Background: an optimization exercise with open tools, aiming at small area, a short achievable clock period and few clock cycles per item. Do not read the settings as production practice. Function was checked by simulation only, so behaviour that the tests miss may differ from the original.

== JK ==
## fnv_lane_mix
module fnv_lane_mix #(
  parameter int             LANES     = 4,
  parameter int             W         = 32,
  parameter logic [W-1:0]   FNV_PRIME = 32'h01000193
) (
  input  logic               clk,
  input  logic               rst,
  input  logic               in_valid,
  output logic               in_ready,
  input  logic [1:0]         mode,
  input  logic [LANES*W-1:0] a,
  input  logic [LANES*W-1:0] b,
  output logic               out_valid,
  input  logic               out_ready,
  output logic [LANES*W-1:0] c,
  output logic [W-1:0]       digest,
  output logic               out_err
);
For scale: about 490 flip-flops, ~430 I/O pins.
clock: 7.0 ns
lec_check: 0
cap_margin: 20
core_margin: 2
core_utilization: 65
cts_buf_list: sky130_fd_sc_hd__clkbuf_8
setup_slack_margin: 1.9
slew_margin: 20
standard.sh (not shown) runs the stock make flow with config.mk's settings and CLKGATE_MAP_FILE= SYNTH_SCRIPT=/design/flow/synth_recipe.tcl, a recipe that flattens the netlist after the stock synthesis.
==> flow/flow/run.sh <==
#!/bin/bash
# Standard layout, but the port buffers that placement inserts on every input and
# output are the smallest buffer (buf_1); timing repair resizes them where needed.
set -euo pipefail
bash standard.sh BUFFER_PORTS_ARGS="-buffer_cell sky130_fd_sc_hd__buf_1" finish > flow_standard.log 2>&1
Testbench counts of JK, summed over its fixed seeds: cycles 4,824, items 4,800.
Input-level comparison between MS and JK:
# JK
export LEC_CHECK = 0
export CAP_MARGIN = 20
export CORE_MARGIN = 2
export CORE_UTILIZATION = 65
export CTS_BUF_LIST = sky130_fd_sc_hd__clkbuf_8
export SETUP_SLACK_MARGIN = 1.9
export SLEW_MARGIN = 20
create_clock -name core_clock -period 7.0 [get_ports {clk}]
# MS
export LEC_CHECK = 0
export CAP_MARGIN = 20
export CORE_MARGIN = 2
export CORE_UTILIZATION = 65
export CTS_BUF_LIST = sky130_fd_sc_hd__clkbuf_8
export CTS_CLUSTER_DIAMETER = 50
export CTS_CLUSTER_SIZE = 18
export SETUP_SLACK_MARGIN = 1.8
export SLEW_MARGIN = 20
create_clock -name core_clock -period 7.0 [get_ports {clk}]
Notes after the runs:
- Looking at critical path depth, MS sits above JK.
- Final critical-path setup slack (lower): JK
- Via count (lower): MS
- Min total wire length after detailed routing across MS and JK: MS
- Compared with JK, MS shows a count of clock-buffer cells in the layout that is 44% lower.
- JK ended up with mode[0] as its start point of the critical path; MS ended up with f1_q.
- Diff MS and JK: number of buffers created by CTS higher in JK
- MS vs JK, clock period minus final worst setup slack went down by 0.0042 ns.
- MS vs JK: maximum number of pins on one net before global-route repair up by more than 10%
diff inputs: MS => AL
# MS
export LEC_CHECK = 0
export CAP_MARGIN = 20
export CORE_MARGIN = 2
export CORE_UTILIZATION = 65
export CTS_BUF_LIST = sky130_fd_sc_hd__clkbuf_8
export CTS_CLUSTER_DIAMETER = 50
export CTS_CLUSTER_SIZE = 18
export SETUP_SLACK_MARGIN = 1.8
export SLEW_MARGIN = 20
create_clock -name core_clock -period 7.0 [get_ports {clk}]
# AL
export LEC_CHECK = 0
export CAP_MARGIN = 20
export CORE_MARGIN = 2
export CORE_UTILIZATION = 65
export CTS_BUF_LIST = sky130_fd_sc_hd__clkbuf_8
export SETUP_SLACK_MARGIN = 1.4
export SLEW_MARGIN = 20
create_clock -name core_clock -period 7.0 [get_ports {clk}]
==> summary.txt <==
- Highest fanout seen on the critical path ended up 10 higher on AL than on MS.
- Area growth from synthesis to final layout in AL is 1.5 points lower than in MS
Edits applied to the flow inputs when going from AL to TR:
# AL
export LEC_CHECK = 0
export CAP_MARGIN = 20
export CORE_MARGIN = 2
export CORE_UTILIZATION = 65
export CTS_BUF_LIST = sky130_fd_sc_hd__clkbuf_8
export SETUP_SLACK_MARGIN = 1.4
export SLEW_MARGIN = 20
create_clock -name core_clock -period 7.0 [get_ports {clk}]
# TR
export LEC_CHECK = 0
export CAP_MARGIN = 20
export CORE_MARGIN = 2
export CORE_UTILIZATION = 65
export CTS_BUF_LIST = sky130_fd_sc_hd__clkbuf_8
export SETUP_SLACK_MARGIN = 2.0
export SLEW_MARGIN = 20
create_clock -name core_clock -period 7.0 [get_ports {clk}]
[summary]
- Summary of TR over AL: fraction of layout cells with a size suffix above 1 higher; count of clock-net buffers in the final layout fell by 2; clock network area share went down by 0.29 points; arrival time of data at the critical path endpoint went down; worst hold slack ~0 delta.
- TR — fraction of standard cell area that is sequential 2.5 points lower, AL as reference

## what the ideal ports hide
In the flow no input, the clock included, has a driving cell. The finished layouts below were timed again as built, in two steps. Step 1 sets driving cells, clkbuf_16 on the clock port and buf_2 on the other inputs (assumed; they add their load-dependent delay and slew). Step 2 also shifts input and output timing later by t, the mid clock arrival at the registers, as if the neighbouring blocks saw the same clock. a / b / c = ideal / step 1 / step 2; a / b = the first two.
run	shift t [ns]	slack for setup (ns)	worst setup path at the end	clock arrival spread, ns
JK	0.739	1.821 / 1.626 / 0.887	input to register	0.036 / 0.036
MS	0.730	1.825 / 1.735 / 1.005	input to register	0.034 / 0.035
AL	0.731	1.555 / 1.573 / 0.842	input to register	0.040 / 0.040
TR	0.740	1.837 / 1.674 / 0.934	input to register	0.059 / 0.059
After both steps every run listed still meets setup and hold. For JK, which loses most, drivers alone change the setup slack by -0.195 ns; drivers and shift together by -0.934 ns.
